Context: an optimization exercise on an open-source flow, tuned for small area. The choices shown serve that exercise and are no tape-out recipe. Only simulation tests tie the RTL to the original design; equivalence was not proved. Power is estimated from default activity; no workload was simulated.

## run 1
## register_bank
module register_bank #(
    parameter int unsigned DATA_W   = 32,
    parameter int unsigned ADDR_W   = 5,
    parameter int unsigned NUM_READ = 2
) (
    input  logic                         clk,
    input  logic                         resetN,
    input  logic [NUM_READ*ADDR_W-1:0]   readAddr,
    output logic [NUM_READ*DATA_W-1:0]   readData,
    output logic [NUM_READ-1:0]          readBusy,
    input  logic                         writeEnable,
    input  logic [ADDR_W-1:0]            writeReg,
    input  logic [DATA_W-1:0]            writeData,
    input  logic                         reserveEnable,
    input  logic [ADDR_W-1:0]            reserveReg,
    input  logic                         flush
);
For scale: roughly 2400 cells after synthesis, ~1100 flip-flops, roughly 120 I/O pins, about 42000 µm² of cells after synthesis.
Settings: LEC_CHECK=0, CAP_MARGIN=20, CORE_MARGIN=2, CORE_UTILIZATION=30, SETUP_SLACK_MARGIN=0.2, SLEW_MARGIN=20, SYNTH_HIERARCHICAL=1; clock period 7.0 ns.
standard.sh (not shown) runs the stock make flow with config.mk's settings and CLKGATE_MAP_FILE= SYNTH_SCRIPT=/design/flow/synth_recipe.tcl, a recipe that flattens the netlist after the stock synthesis.
==> flow/flow/run.sh <==
#!/bin/bash
# Own layout flow: the standard ORFS flow, with three changes to how the
# layout is made (the design, clock period and constraints are untouched):
#  - ports are buffered with the smallest buffer (repair may upsize it),
#  - the clock tree uses clkbuf_16 in sink clusters of up to 25 and no
#    dummy loads,
#  - non-critical gates are downsized after global routing.
# Each ORFS step writes its full log under orfs/logs; make's own output goes
# to standard.log in this folder.
set -euo pipefail
export BUFFER_PORTS_ARGS="-buffer_cell sky130_fd_sc_hd__buf_1"
export CTS_ARGS="-sink_clustering_enable -repair_clock_nets -buf_list {sky130_fd_sc_hd__clkbuf_16} -sink_clustering_size 25 -sink_clustering_max_diameter 60 -dont_use_dummy_load"
export RECOVER_POWER=100
bash standard.sh > standard.log 2>&1
Status run 1: flow complete, layout not clean - max-capacitance violations, max-slew violations
Modified inputs, run 2 compared to run 1
Settings: an added GPL_TIMING_DRIVEN of 0; an added CTS_BUF_LIST of sky130_fd_sc_hd__clkbuf_2 sky130_fd_sc_hd__clkbuf_4 sky130_fd_sc_hd__clkbuf_8; a change of CORE_UTILIZATION from 30 to 50.
==> flow/run.sh (new file) <==
#!/bin/bash
# synth_recipe.tcl (not shown) runs the flow's synth.tcl, then flattens the netlist and writes it again
# the make line also repeats each setting of config.mk as NAME=value (left out here)
make -C /OpenROAD-flow-scripts/flow DESIGN_CONFIG=/design/flow/config.mk WORK_HOME=/design/flow/orfs CLKGATE_MAP_FILE= SYNTH_SCRIPT=/design/flow/synth_recipe.tcl finish
removed: flow/flow/run.sh
removed: flow/standard.sh
## What came out
Run comparison: run 2 worst setup path endpoint readData[58]; run 1 worst setup path endpoint readData[60]. Status for run 2 and run 1: clean finish in run 2 only. Run 1 ran in full, but the layout does not pass; the checks complain about max-capacitance violations, max-slew violations. [compare] base=run 1 new=run 2: placed wire-length estimate after detailed placement moved up; part of the power in the clock network moved up; area used by multi-input combinational logic moved up; depth of the critical timing path with buffers and inverters included moved up.
The inputs of run 3 differ from those of run 2 as listed below.
Settings: changing CORE_UTILIZATION from 50 to 30; removing CTS_BUF_LIST (formerly sky130_fd_sc_hd__clkbuf_2 sky130_fd_sc_hd__clkbuf_4 sky130_fd_sc_hd__clkbuf_8); removing GPL_TIMING_DRIVEN (formerly 0).
## What came out
For run 2, the capture point of the critical path was readData[58], unlike run 3, where it was readData[21].
Taking run 2 as the reference, in run 3 path length in cells of the critical path went down by 1, global-route usage fell 16 points, post-layout minimum cycle time now smaller.
What run 4 does differently from run 3 at the input level:
Settings: CTS_BUF_LIST: unset -> sky130_fd_sc_hd__clkbuf_2 sky130_fd_sc_hd__clkbuf_4 sky130_fd_sc_hd__clkbuf_8.
Notes after the runs:
- Number of vias per cell after detailed routing: run 3 and run 4 compared, higher one is run 3
- The netlist area before placement was comparable across run 3 and run 4.
- Average wire per standard cell down about 1.4% in run 4 wrt run 3
- Relative to run 3, number of antenna violations at the first check in global routing has increased by 2 in run 4.
- Run 4 vs run 3 on total via count in the routed design: run 4 is the higher one.
- Design area of run 4 falls short of that of run 3 slightly.
- The number of max-cap violations of run 3 and that of run 4 are within noise of each other.
The following lists how run 5 was set up differently from run 4:
Settings: CTS_BUF_LIST: sky130_fd_sc_hd__clkbuf_2 sky130_fd_sc_hd__clkbuf_4 sky130_fd_sc_hd__clkbuf_8 -> unset.
==> flow/flow/run.sh (new file) <==
#!/bin/bash
# Own layout flow: the standard ORFS flow, with three changes to how the
# layout is made (the design, clock period and constraints are untouched):
#  - ports are buffered with the smallest buffer (repair may upsize it),
#  - the clock tree uses clkbuf_8 in sink clusters of up to 16 and no
#    dummy loads,
#  - non-critical gates are downsized after global routing.
# Each ORFS step writes its full log under orfs/logs; make's own output goes
# to standard.log in this folder.
set -euo pipefail
export BUFFER_PORTS_ARGS="-buffer_cell sky130_fd_sc_hd__buf_1"
export CTS_ARGS="-sink_clustering_enable -repair_clock_nets -buf_list {sky130_fd_sc_hd__clkbuf_8} -sink_clustering_size 16 -sink_clustering_max_diameter 50 -dont_use_dummy_load"
export RECOVER_POWER=100
bash standard.sh > standard.log 2>&1
==> flow/standard.sh (new file) <==
#!/bin/bash
# synth_recipe.tcl (not shown) runs the flow's synth.tcl, then flattens the netlist and writes it again
# the make line also repeats each setting of config.mk as NAME=value (left out here)
make -C /OpenROAD-flow-scripts/flow DESIGN_CONFIG=/design/flow/config.mk WORK_HOME=/design/flow/orfs CLKGATE_MAP_FILE= SYNTH_SCRIPT=/design/flow/synth_recipe.tcl "${@:-finish}"
removed: flow/run.sh
## What came out
- Run 4 finished every step from synthesis to the final layout, and the layout passed the timing, DRC and antenna checks.
- Run 5 completed end to end; final checks failed (max-capacitance violations, max-slew violations).
- Measured against each other, run 5 and run 4 differ in met2 layer usage reported by global route, the higher figure coming from run 4.
- The final non-filler cell area of run 5 is lower than that of run 4.
- Est. power | run 5 vs run 4 | run 5 lower
- Taking run 4 as the reference, in run 5 global-route usage has decreased; wire length of the first global-routing pass saw a decrease; proportion of synthesized flip-flops having asynchronous set or reset barely changed.
- The number of max-slew violations in the final report in run 5 sits 1380 above the value recorded for run 4.
- Run 5 vs. run 4: synthesis-to-layout area growth went down by 7.3 points.
- Compare run 5 and run 4 | count of inserted antenna diode cells lower: run 4

re-timing with driven ports:
The results above use ideal ports. As a check the final layouts listed here were re-extracted and re-timed, cells and wires unchanged.
Step 1 sets driving cells, clkbuf_16 on the clock port and buf_2 on the other inputs (assumed; they add their load-dependent delay and slew).
Step 2, shift: input delay + t, output delay - t, t = (earliest + latest rising clock arrival at the registers) / 2. This alone moves slack from input paths to output paths.
a / b / c = ideal ports / drivers / drivers and shift; a / b = the first two.
| run | t (ns) | slack for setup (ns) | clock arrival spread, ns | slew at the worst register clock pin (ns) | worst slew at a driven data input, ns |
|---|---|---|---|---|---|
| run 1 | 0.698 | 0.355 / 0.331 / -0.035 | 0.092 / 0.092 | 0.10 / 0.10 | 0.11 |
| run 2 | 0.905 | 0.105 / 0.078 / 0.078 | 0.037 / 0.037 | 0.07 / 0.07 | 0.06 |
| run 3 | 0.780 | 0.345 / 0.318 / 0.318 | 0.029 / 0.029 | 0.07 / 0.07 | 0.11 |
| run 4 | 0.935 | 0.390 / 0.364 / 0.364 | 0.036 / 0.036 | 0.07 / 0.07 | 0.10 |
| run 5 | 0.852 | 0.398 / 0.375 / -0.149 | 0.117 / 0.117 | 0.10 / 0.10 | 0.10 |
For run 5, which loses most, drivers alone change the setup slack by -0.023 ns; drivers and shift together by -0.547 ns.
